Background: an optimization exercise with open tools, aiming at small area and a short achievable clock period. Do not read the settings as production practice.
Function was checked by simulation only, so behaviour that the tests miss may differ from the original.
Power and IR drop assume default switching activity.

==> flow/design.v <==
`default_nettype none
package exec_pkg;
    localparam int XLEN = 32;
    typedef logic [XLEN-1:0] xlen_t;
    typedef logic [4:0]      reg_addr_t;
    typedef logic [6:0]      opcode_t;
    typedef logic [2:0]      funct3_t;
    typedef logic [6:0]      funct7_t;
    localparam opcode_t OPC_OP     = 7'b0110011;
    localparam opcode_t OPC_OP_IMM = 7'b0010011;
    localparam opcode_t OPC_LUI    = 7'b0110111;
    localparam opcode_t OPC_AUIPC  = 7'b0010111;
    localparam opcode_t OPC_BRANCH = 7'b1100011;
    localparam opcode_t OPC_JAL    = 7'b1101111;
    localparam opcode_t OPC_JALR   = 7'b1100111;
    localparam funct3_t F3_ADD  = 3'b000;
    localparam funct3_t F3_SLL  = 3'b001;
    localparam funct3_t F3_SLT  = 3'b010;
    localparam funct3_t F3_SLTU = 3'b011;
    localparam funct3_t F3_XOR  = 3'b100;
    localparam funct3_t F3_SR   = 3'b101;
    localparam funct3_t F3_OR   = 3'b110;
    localparam funct3_t F3_AND  = 3'b111;
    localparam funct3_t F3_BEQ  = 3'b000;
    localparam funct3_t F3_BNE  = 3'b001;
    localparam funct3_t F3_BLT  = 3'b100;
    localparam funct3_t F3_BGE  = 3'b101;
    localparam funct3_t F3_BLTU = 3'b110;
    localparam funct3_t F3_BGEU = 3'b111;
    typedef enum logic [3:0] {
        ALU_ADD,
        ALU_SUB,
        ALU_SLL,
        ALU_SLT,
        ALU_SLTU,
        ALU_XOR,
        ALU_SRL,
        ALU_SRA,
        ALU_OR,
        ALU_AND
    } alu_op_e;
    typedef enum logic [1:0] {
        UNIT_NONE,
        UNIT_ALU,
        UNIT_BRANCH,
        UNIT_JUMP
    } unit_e;
    typedef struct packed {
        opcode_t   opcode;
        reg_addr_t rd;
        funct3_t   funct3;
        funct7_t   funct7;
        xlen_t     imm;
        xlen_t     pc;
        xlen_t     rs1_val;
        xlen_t     rs2_val;
    } ex_instr_t;
    typedef struct packed {
        unit_e     unit;
        alu_op_e   alu_op;
        xlen_t     op_a;
        xlen_t     op_b;
        reg_addr_t rd;
        funct3_t   funct3;
        opcode_t   opcode;
        xlen_t     pc;
        xlen_t     imm;
        xlen_t     rs1_val;
    } ex_issue_t;
    typedef struct packed {
        reg_addr_t rd;
        logic      rd_we;
        xlen_t     rd_val;
        xlen_t     pc;
        logic      jump;
        xlen_t     jump_pc;
        logic      illegal;
    } ex_result_t;
endpackage
`default_nettype wire
`default_nettype none
module ex_issue (
    input  logic      clk,
    input  logic      rst_n,
    input  logic      flush,
    input  logic      in_valid,
    input  exec_pkg::ex_instr_t in_instr,
    output logic      iss_valid,
    output exec_pkg::ex_issue_t iss
);
    exec_pkg::alu_op_e arith_op;
    exec_pkg::unit_e   unit_d;
    exec_pkg::alu_op_e alu_op_d;
    exec_pkg::xlen_t   op_a_d;
    exec_pkg::xlen_t   op_b_d;
    logic    is_op;
    assign is_op = (in_instr.opcode == exec_pkg::OPC_OP);
    always_comb begin
        case (in_instr.funct3)
            exec_pkg::F3_ADD:  arith_op = (is_op && in_instr.funct7[5]) ? exec_pkg::ALU_SUB : exec_pkg::ALU_ADD;
            exec_pkg::F3_SLL:  arith_op = exec_pkg::ALU_SLL;
            exec_pkg::F3_SLT:  arith_op = exec_pkg::ALU_SLT;
            exec_pkg::F3_SLTU: arith_op = exec_pkg::ALU_SLTU;
            exec_pkg::F3_XOR:  arith_op = exec_pkg::ALU_XOR;
            exec_pkg::F3_SR:   arith_op = in_instr.funct7[5] ? exec_pkg::ALU_SRA : exec_pkg::ALU_SRL;
            exec_pkg::F3_OR:   arith_op = exec_pkg::ALU_OR;
            exec_pkg::F3_AND:  arith_op = exec_pkg::ALU_AND;
            default: arith_op = exec_pkg::ALU_ADD;
        endcase
    end
    always_comb begin
        unit_d   = exec_pkg::UNIT_NONE;
        alu_op_d = exec_pkg::ALU_ADD;
        op_a_d   = in_instr.rs1_val;
        op_b_d   = in_instr.imm;
        case (in_instr.opcode)
            exec_pkg::OPC_OP: begin
                unit_d   = exec_pkg::UNIT_ALU;
                alu_op_d = arith_op;
                op_b_d   = in_instr.rs2_val;
            end
            exec_pkg::OPC_OP_IMM: begin
                unit_d   = exec_pkg::UNIT_ALU;
                alu_op_d = arith_op;
            end
            exec_pkg::OPC_LUI: begin
                unit_d = exec_pkg::UNIT_ALU;
                op_a_d = '0;
            end
            exec_pkg::OPC_AUIPC: begin
                unit_d = exec_pkg::UNIT_ALU;
                op_a_d = in_instr.pc;
            end
            exec_pkg::OPC_BRANCH: begin
                unit_d   = exec_pkg::UNIT_BRANCH;
                alu_op_d = exec_pkg::ALU_SUB;
                op_b_d   = in_instr.rs2_val;
            end
            exec_pkg::OPC_JAL, exec_pkg::OPC_JALR: begin
                unit_d = exec_pkg::UNIT_JUMP;
            end
            default: begin
                unit_d = exec_pkg::UNIT_NONE;
            end
        endcase
    end
    always_ff @(posedge clk or negedge rst_n) begin
        if (!rst_n) begin
            iss_valid <= 1'b0;
        end else begin
            iss_valid <= in_valid && !flush;
        end
    end
    always_ff @(posedge clk) begin
        if (in_valid) begin
            iss.unit    <= unit_d;
            iss.alu_op  <= alu_op_d;
            iss.op_a    <= op_a_d;
            iss.op_b    <= op_b_d;
            iss.rd      <= in_instr.rd;
            iss.funct3  <= in_instr.funct3;
            iss.opcode  <= in_instr.opcode;
            iss.pc      <= in_instr.pc;
            iss.imm     <= in_instr.imm;
            iss.rs1_val <= in_instr.rs1_val;
        end
    end
endmodule
`default_nettype wire
`default_nettype none
module int_alu (
    input  exec_pkg::xlen_t   op_a,
    input  exec_pkg::xlen_t   op_b,
    input  exec_pkg::alu_op_e alu_op,
    output exec_pkg::xlen_t   alu_result,
    output logic    lt,
    output logic    ltu,
    output logic    eq
);
    logic [4:0] shamt;
    exec_pkg::xlen_t      sum;
    exec_pkg::xlen_t      diff;
    exec_pkg::xlen_t      shl;
    exec_pkg::xlen_t      shr_l;
    exec_pkg::xlen_t      shr_a;
    assign shamt = op_b[4:0];
    assign lt  = $signed(op_a) < $signed(op_b);
    assign ltu = op_a < op_b;
    assign eq  = (op_a == op_b);
    assign sum   = op_a + op_b;
    assign diff  = op_a - op_b;
    assign shl   = op_a << shamt;
    assign shr_l = op_a >> shamt;
    assign shr_a = exec_pkg::xlen_t'($signed(op_a) >>> shamt);
    always_comb begin
        case (alu_op)
            exec_pkg::ALU_ADD: begin
                alu_result = sum;
            end
            exec_pkg::ALU_SUB: begin
                alu_result = diff;
            end
            exec_pkg::ALU_SLL: begin
                alu_result = shl;
            end
            exec_pkg::ALU_SLT: begin
                alu_result = {{(exec_pkg::XLEN-1){1'b0}}, lt};
            end
            exec_pkg::ALU_SLTU: begin
                alu_result = {{(exec_pkg::XLEN-1){1'b0}}, ltu};
            end
            exec_pkg::ALU_XOR: begin
                alu_result = op_a ^ op_b;
            end
            exec_pkg::ALU_SRL: begin
                alu_result = shr_l;
            end
            exec_pkg::ALU_SRA: begin
                alu_result = shr_a;
            end
            exec_pkg::ALU_OR: begin
                alu_result = op_a | op_b;
            end
            exec_pkg::ALU_AND: begin
                alu_result = op_a & op_b;
            end
            default: begin
                alu_result = sum;
            end
        endcase
    end
endmodule
`default_nettype wire
`default_nettype none
module branch_unit (
    input  exec_pkg::ex_issue_t iss,
    input  logic      lt,
    input  logic      ltu,
    input  logic      eq,
    output logic      br_jump,
    output exec_pkg::xlen_t     br_target,
    output exec_pkg::xlen_t     br_link
);
    logic  is_jalr;
    logic  cond;
    exec_pkg::xlen_t base;
    exec_pkg::xlen_t sum;
    assign is_jalr = (iss.opcode == exec_pkg::OPC_JALR);
    assign base = is_jalr ? iss.rs1_val : iss.pc;
    assign sum  = base + iss.imm;
    assign br_link = iss.pc + 32'd4;
    always_comb begin
        case (iss.funct3)
            exec_pkg::F3_BEQ:  cond = eq;
            exec_pkg::F3_BNE:  cond = !eq;
            exec_pkg::F3_BLT:  cond = lt;
            exec_pkg::F3_BGE:  cond = !lt;
            exec_pkg::F3_BLTU: cond = ltu;
            exec_pkg::F3_BGEU: cond = !ltu;
            default: cond = 1'b0;
        endcase
    end
    always_comb begin
        case (iss.unit)
            exec_pkg::UNIT_BRANCH: begin
                br_jump   = cond;
                br_target = sum;
            end
            exec_pkg::UNIT_JUMP: begin
                br_jump   = 1'b1;
                br_target = {sum[exec_pkg::XLEN-1:1], 1'b0};
            end
            default: begin
                br_jump   = 1'b0;
                br_target = '0;
            end
        endcase
    end
endmodule
`default_nettype wire
`default_nettype none
module ex_result (
    input  logic       clk,
    input  logic       rst_n,
    input  logic       flush,
    input  logic       iss_valid,
    input  exec_pkg::ex_issue_t  iss,
    input  exec_pkg::xlen_t      alu_result,
    input  exec_pkg::xlen_t      br_target,
    input  exec_pkg::xlen_t      br_link,
    input  logic       br_jump,
    output logic       out_valid,
    output exec_pkg::ex_result_t out_res
);
    logic [3:0] unit_oh;
    logic       writes_rd;
    exec_pkg::ex_result_t res_d;
    always_comb begin
        unit_oh            = '0;
        unit_oh[iss.unit]  = 1'b1;
    end
    assign writes_rd = unit_oh[exec_pkg::UNIT_ALU] | unit_oh[exec_pkg::UNIT_JUMP];
    always_comb begin
        res_d.rd      = iss.rd;
        res_d.rd_we   = writes_rd && (iss.rd != '0);
        res_d.rd_val  = ({exec_pkg::XLEN{unit_oh[exec_pkg::UNIT_ALU]}} & alu_result) |
                        ({exec_pkg::XLEN{unit_oh[exec_pkg::UNIT_JUMP]}} & br_link);
        res_d.pc      = iss.pc;
        res_d.jump    = br_jump;
        res_d.jump_pc = br_target;
        res_d.illegal = unit_oh[exec_pkg::UNIT_NONE];
    end
    always_ff @(posedge clk or negedge rst_n) begin
        if (!rst_n) begin
            out_valid <= 1'b0;
            out_res   <= '0;
        end else begin
            out_valid <= iss_valid && !flush;
            if (iss_valid) begin
                out_res <= res_d;
            end
        end
    end
endmodule
`default_nettype wire
`default_nettype none
module ex_top (
    input  logic       clk,
    input  logic       rst_n,
    input  logic       flush,
    input  logic       in_valid,
    input  exec_pkg::ex_instr_t  in_instr,
    output logic       out_valid,
    output exec_pkg::ex_result_t out_res
);
    logic      iss_valid;
    exec_pkg::ex_issue_t iss;
    exec_pkg::xlen_t alu_result;
    logic  lt;
    logic  ltu;
    logic  eq;
    logic  br_jump;
    exec_pkg::xlen_t br_target;
    exec_pkg::xlen_t br_link;
    ex_issue i_issue (
        .clk       (clk),
        .rst_n     (rst_n),
        .flush     (flush),
        .in_valid  (in_valid),
        .in_instr  (in_instr),
        .iss_valid (iss_valid),
        .iss       (iss)
    );
    int_alu i_alu (
        .op_a       (iss.op_a),
        .op_b       (iss.op_b),
        .alu_op     (iss.alu_op),
        .alu_result (alu_result),
        .lt         (lt),
        .ltu        (ltu),
        .eq         (eq)
    );
    branch_unit i_branch (
        .iss       (iss),
        .lt        (lt),
        .ltu       (ltu),
        .eq        (eq),
        .br_jump   (br_jump),
        .br_target (br_target),
        .br_link   (br_link)
    );
    ex_result i_result (
        .clk        (clk),
        .rst_n      (rst_n),
        .flush      (flush),
        .iss_valid  (iss_valid),
        .iss        (iss),
        .alu_result (alu_result),
        .br_target  (br_target),
        .br_link    (br_link),
        .br_jump    (br_jump),
        .out_valid  (out_valid),
        .out_res    (out_res)
    );
endmodule
`default_nettype wire
`default_nettype none
module ex_stage (
    input  logic        clk,
    input  logic        rst_n,
    input  logic        flush,
    input  logic        in_valid,
    input  logic [6:0]  in_opcode,
    input  logic [4:0]  in_rd,
    input  logic [2:0]  in_funct3,
    input  logic [6:0]  in_funct7,
    input  logic [31:0] in_imm,
    input  logic [31:0] in_pc,
    input  logic [31:0] in_rs1_val,
    input  logic [31:0] in_rs2_val,
    output logic        out_valid,
    output logic [4:0]  out_rd,
    output logic        out_rd_we,
    output logic [31:0] out_rd_val,
    output logic [31:0] out_pc,
    output logic        out_jump,
    output logic [31:0] out_jump_pc,
    output logic        out_illegal
);
    exec_pkg::ex_instr_t  instr;
    exec_pkg::ex_result_t res;
    assign instr.opcode  = in_opcode;
    assign instr.rd      = in_rd;
    assign instr.funct3  = in_funct3;
    assign instr.funct7  = in_funct7;
    assign instr.imm     = in_imm;
    assign instr.pc      = in_pc;
    assign instr.rs1_val = in_rs1_val;
    assign instr.rs2_val = in_rs2_val;
    ex_top i_ex_top (
        .clk       (clk),
        .rst_n     (rst_n),
        .flush     (flush),
        .in_valid  (in_valid),
        .in_instr  (instr),
        .out_valid (out_valid),
        .out_res   (res)
    );
    assign out_rd      = res.rd;
    assign out_rd_we   = res.rd_we;
    assign out_rd_val  = res.rd_val;
    assign out_pc      = res.pc;
    assign out_jump    = res.jump;
    assign out_jump_pc = res.jump_pc;
    assign out_illegal = res.illegal;
endmodule
`default_nettype wire
==> flow/run.sh <==
#!/bin/bash
# synth_recipe.tcl (not shown) runs the flow's synth.tcl, then flattens the netlist and writes it again
# the make line also repeats each setting of config.mk as NAME=value (left out here)
make -C /OpenROAD-flow-scripts/flow DESIGN_CONFIG=/design/flow/config.mk WORK_HOME=/design/flow/orfs CLKGATE_MAP_FILE= SYNTH_SCRIPT=/design/flow/synth_recipe.tcl finish
==> flow/config.mk <==
export PLATFORM = sky130hd
export DESIGN_NAME = ex_stage
export DESIGN_NICKNAME = ex_stage
export VERILOG_FILES = /design/flow/design.v
export SDC_FILE = /design/flow/constraint.sdc
export NUM_CORES = 4
export LEC_CHECK = 0
export CAP_MARGIN = 20
export CORE_MARGIN = 2
export CORE_UTILIZATION = 40
export SLEW_MARGIN = 20
==> flow/constraint.sdc <==
create_clock -name core_clock -period 5.0 [get_ports {clk}]
set_input_delay 1.0000 -clock core_clock [delete_from_list [all_inputs] [get_ports {clk}]]
set_output_delay 1.0000 -clock core_clock [all_outputs]
set_load 0.01 [all_outputs]
==> results.yml <==
outcome:
  status: "finished clean"
clock_network:
  clock_tree.buffer_depth: 3
  postCtsHoldBufs: 0
  cts_resized: 0
  clockRootBuffer: "clkbuf_16"
  clock_latency_ns: 0.57
  h-tree-depth: 1
  cts_setup_buffers: 0
  cts_tree: "yes"
  cts_sinks: 287
  numCtsBuffers: 29
  path_clk_slew_ns: 0.06
critical_path:
  worst-r2r-cell-count: 14
  required_ns: 5.45
  worst_ep_arrival_time_ns: 4.73
  reg2reg_from: "i_ex_top.i_issue.iss[100]"
  critical_path_class: "flop to flop"
  path_max_fanout: 21
  rr_endpoint: "i_ex_top.i_result.out_res[30]"
  reg2reg_slack_ns: 0.72
  cp-start-kind: "flop"
  endpoint_kind: "flop"
timing:
  max_freq_mhz: 234
  finalClockSkew_ns: 0.0218
  setup_viol: 0
  rsz0062_at_grt: "false"
  slew_headroom_pct: 25.3
  slew_viol_final: 0
  fin_crit_ns: 4.28
  tns_ns: 0
  timing_hold_violations_final: 0
  fin_crit_sh_pct: 85.5
  worst_pin_slew_ns: 1.12
yosys:
  synth_commonest_cells: "edfxtp_1, nand2_1, o21ai_0"
  yosysWarnings: 4
  syn_area_mm2: 0.0217
  yosys_most_used_dff: "edfxtp_1"
  synthDominantCellAreaShare_pct: 25.0
  yosysSeqAreaShare_pct: 37.2
  syn_nets: 2567
  synth-seq-cells: 287
  synth_top_area_cell: "edfxtp_1"
  netlist-cell-type-count: 84
  avgSynthCellArea_um2: 9.52
  synth_edf_count: 181
  synthesis.instances: 2281
  synth_async_sr_flop_share_pct: 36.9
  yosys-top-cells-area: "edfxtp_1, dfrtp_1, ha_1"
place:
  place_area_mm2: 0.0250
  gp_congestion: 1.03
  port_buffers: 252
  hpwl_um: 64900
  place_inst: 3135
global_route:
  grt_overflow_total: 0
  antenna_found_initial: 3
  grt_max_degree: 96
  grt_pass1_vias: 18900
  grt_usage_pct: 29.1
  grt_pass1_wl_um: 123000
pwr:
  vdd_ir_drop_max_v: 0.000276
  powerDensity_mw_per_mm2: 313
  leakage_nw: 10.2
cells_and_area:
  finalNonFillerCells: 3191
  area_growth_pct: 19.4
  drive_above_1_share_pct: 11.6
  layout.nets: 2757
  fin_area_mm2: 0.0259
drt:
  viasPerCell: 6.15
  drcViolationCount: 0
  wire_per_inst_um: 26.3
  wl_um: 84000
  drtIter0Drc: 2248
  dr.pass1.iters: 5
  drt.antenna.violating_nets: 0
  vias: 19600
die:
  die_x_um: 237
  ios: 259
  die_h_um: 237
  die_area_mm2: 0.0562
  rows: 85
  core_area_mm2: 0.0537
  start_util_pct: 40.4
min_path:
  hold_class: "input pin to asynchronous set/reset pin"
flow_run:
  drv_cap: 0
==> sequential cells by signal (all words and copies together) (netlist names) <==
register and count:
i_ex_top.i_issue.iss_valid 1, i_ex_top.i_result.out_valid 1, i_ex_top.i_result.out_res 104, i_ex_top.i_issue.iss 181
==> routing by layer <==
metal / wire, µm / global-route usage, %
met5: 27 / 0
met1: 37500 / 42.4
met2: 36700 / 44.1
met3: 6710 / 4.28
met4: 3030 / 10.2
==> layout make-up <==
type	count	area (µm²)
Tap cell	696	871
Timing Repair Buffer	306	2940
Clock inverter	16	184
Clock buffer	37	776
Antenna cell	2	5.00
Multi-Input combinational cell	1737	12700
Sequential cell	287	8090
Fill cell	4977	27800
Inverter	110	413
==> where the power goes <==
part	switching [mW]	internal [mW]
Sequential	0.270	2.82
Combinational	1.58	1.21
Clock	0.943	1.30
Total	2.79	5.33
==> logic make-up (layout without fill, tap and decap cells) <==
family / count (synthesis) / after routing / share of synthesized area [%]
flops: 287 / 287 / 37.2
mux: 209 / 209 / 12.4
fa+ha+maj: 132 / 132 / 7.71
xor+xnor: 104 / 104 / 4.19
other cells: 0 / 2 / 0
compound gates: 684 / 684 / 20.7
buf+inv: 257 / 469 / 4.67
simple gates: 608 / 608 / 13.2
==> worst max path at each step <==
stage	startpoint	end	depth (start not counted)	slack, ns
2_1_floorplan	i_ex_top.i_issue.iss[112]	i_ex_top.i_result.out_res[97]	14	1.04
3_3_place_gp	i_ex_top.i_issue.iss[100]	i_ex_top.i_result.out_res[30]	14	0.87
3_5_place_dp	i_ex_top.i_issue.iss[100]	i_ex_top.i_result.out_res[30]	13	0.83
4_1_cts	i_ex_top.i_issue.iss[100]	i_ex_top.i_result.out_res[30]	14	0.79
5_1_grt	i_ex_top.i_issue.iss[100]	i_ex_top.i_result.out_res[27]	16	0.53
6_report	i_ex_top.i_issue.iss[100]	i_ex_top.i_result.out_res[30]	14	0.72
==> cell usage in the layout (no fill, tap or decap), types with 23 or more instances in the layout <==
| cell type | count |
|---|---|
| edfxtp_1 | 181 |
| nor2_1 | 173 |
| nand2_1 | 181 |
| a211oi_1 | 31 |
| a21o_1 | 31 |
| mux2_2 | 124 |
| xor2_1 | 34 |
| clkdlybuf4s50_1 | 250 |
| xnor2_1 | 70 |
| mux4_2 | 35 |
| a22o_1 | 23 |
| mux2i_1 | 50 |
| buf_4 | 53 |
| o21ai_0 | 181 |
| a21oi_1 | 162 |
| o211ai_1 | 30 |
| ha_1 | 129 |
| dfrtp_1 | 105 |
| inv_1 | 102 |
| nand3_1 | 42 |
| nor3_1 | 35 |
| nor2b_1 | 29 |
| nand2b_1 | 53 |
| clkbuf_16 | 29 |
| a31oi_1 | 28 |
==> metrics by stage <==
stage	hold WS (ns)	utilization (%)	setup slack (ns)	power, mW
6_report	0.389	48.3	0.723	8.12
4_1_cts	0.410	48.3	0.789	8.09
3_5_place_dp	0.474	46.5	0.834	5.84
5_1_grt	0.426	48.3	0.530	8.45
3_3_place_gp	0.469	46.5	0.866	5.82
2_1_floorplan	0.471	-	1.04	4.66
==> critical path, cell delays in order, from the launching register on <==
cell      delay [ns]
edfxtp_1        0.36
nand4b_1        0.23
nor3_2          0.19
buf_4           0.35
mux2_2          0.40
ha_1            0.28
a21o_1          0.17
a21o_1          0.22
a21oi_1         0.29
o22ai_1         0.33
a2111o_1        0.52
a31oi_1         0.27
o21ai_0         0.14
xor2_1          0.16
a22o_1          0.21

## re-timing with driven ports
No port has a modelled driver above. Below, the same layout with a new extraction and two added sets of constraints.
Step 1 assumes that a clkbuf_16 drives the clock port and a buf_2 every other input.
Step 2 also shifts input and output timing later by t, the mid clock arrival at the registers, as if the neighbouring blocks saw the same clock.
Slacks: ideal / step 1 / step 2; pairs: ideal / step 1.
t, ns: 0.614
setup WS [ns]: 0.723 / 0.723 / 0.723
worst setup path after step 2: register to register
After both steps setup and hold are still met in this run. For this run, drivers alone change the setup slack by 0.000 ns; drivers and shift together by 0.000 ns.
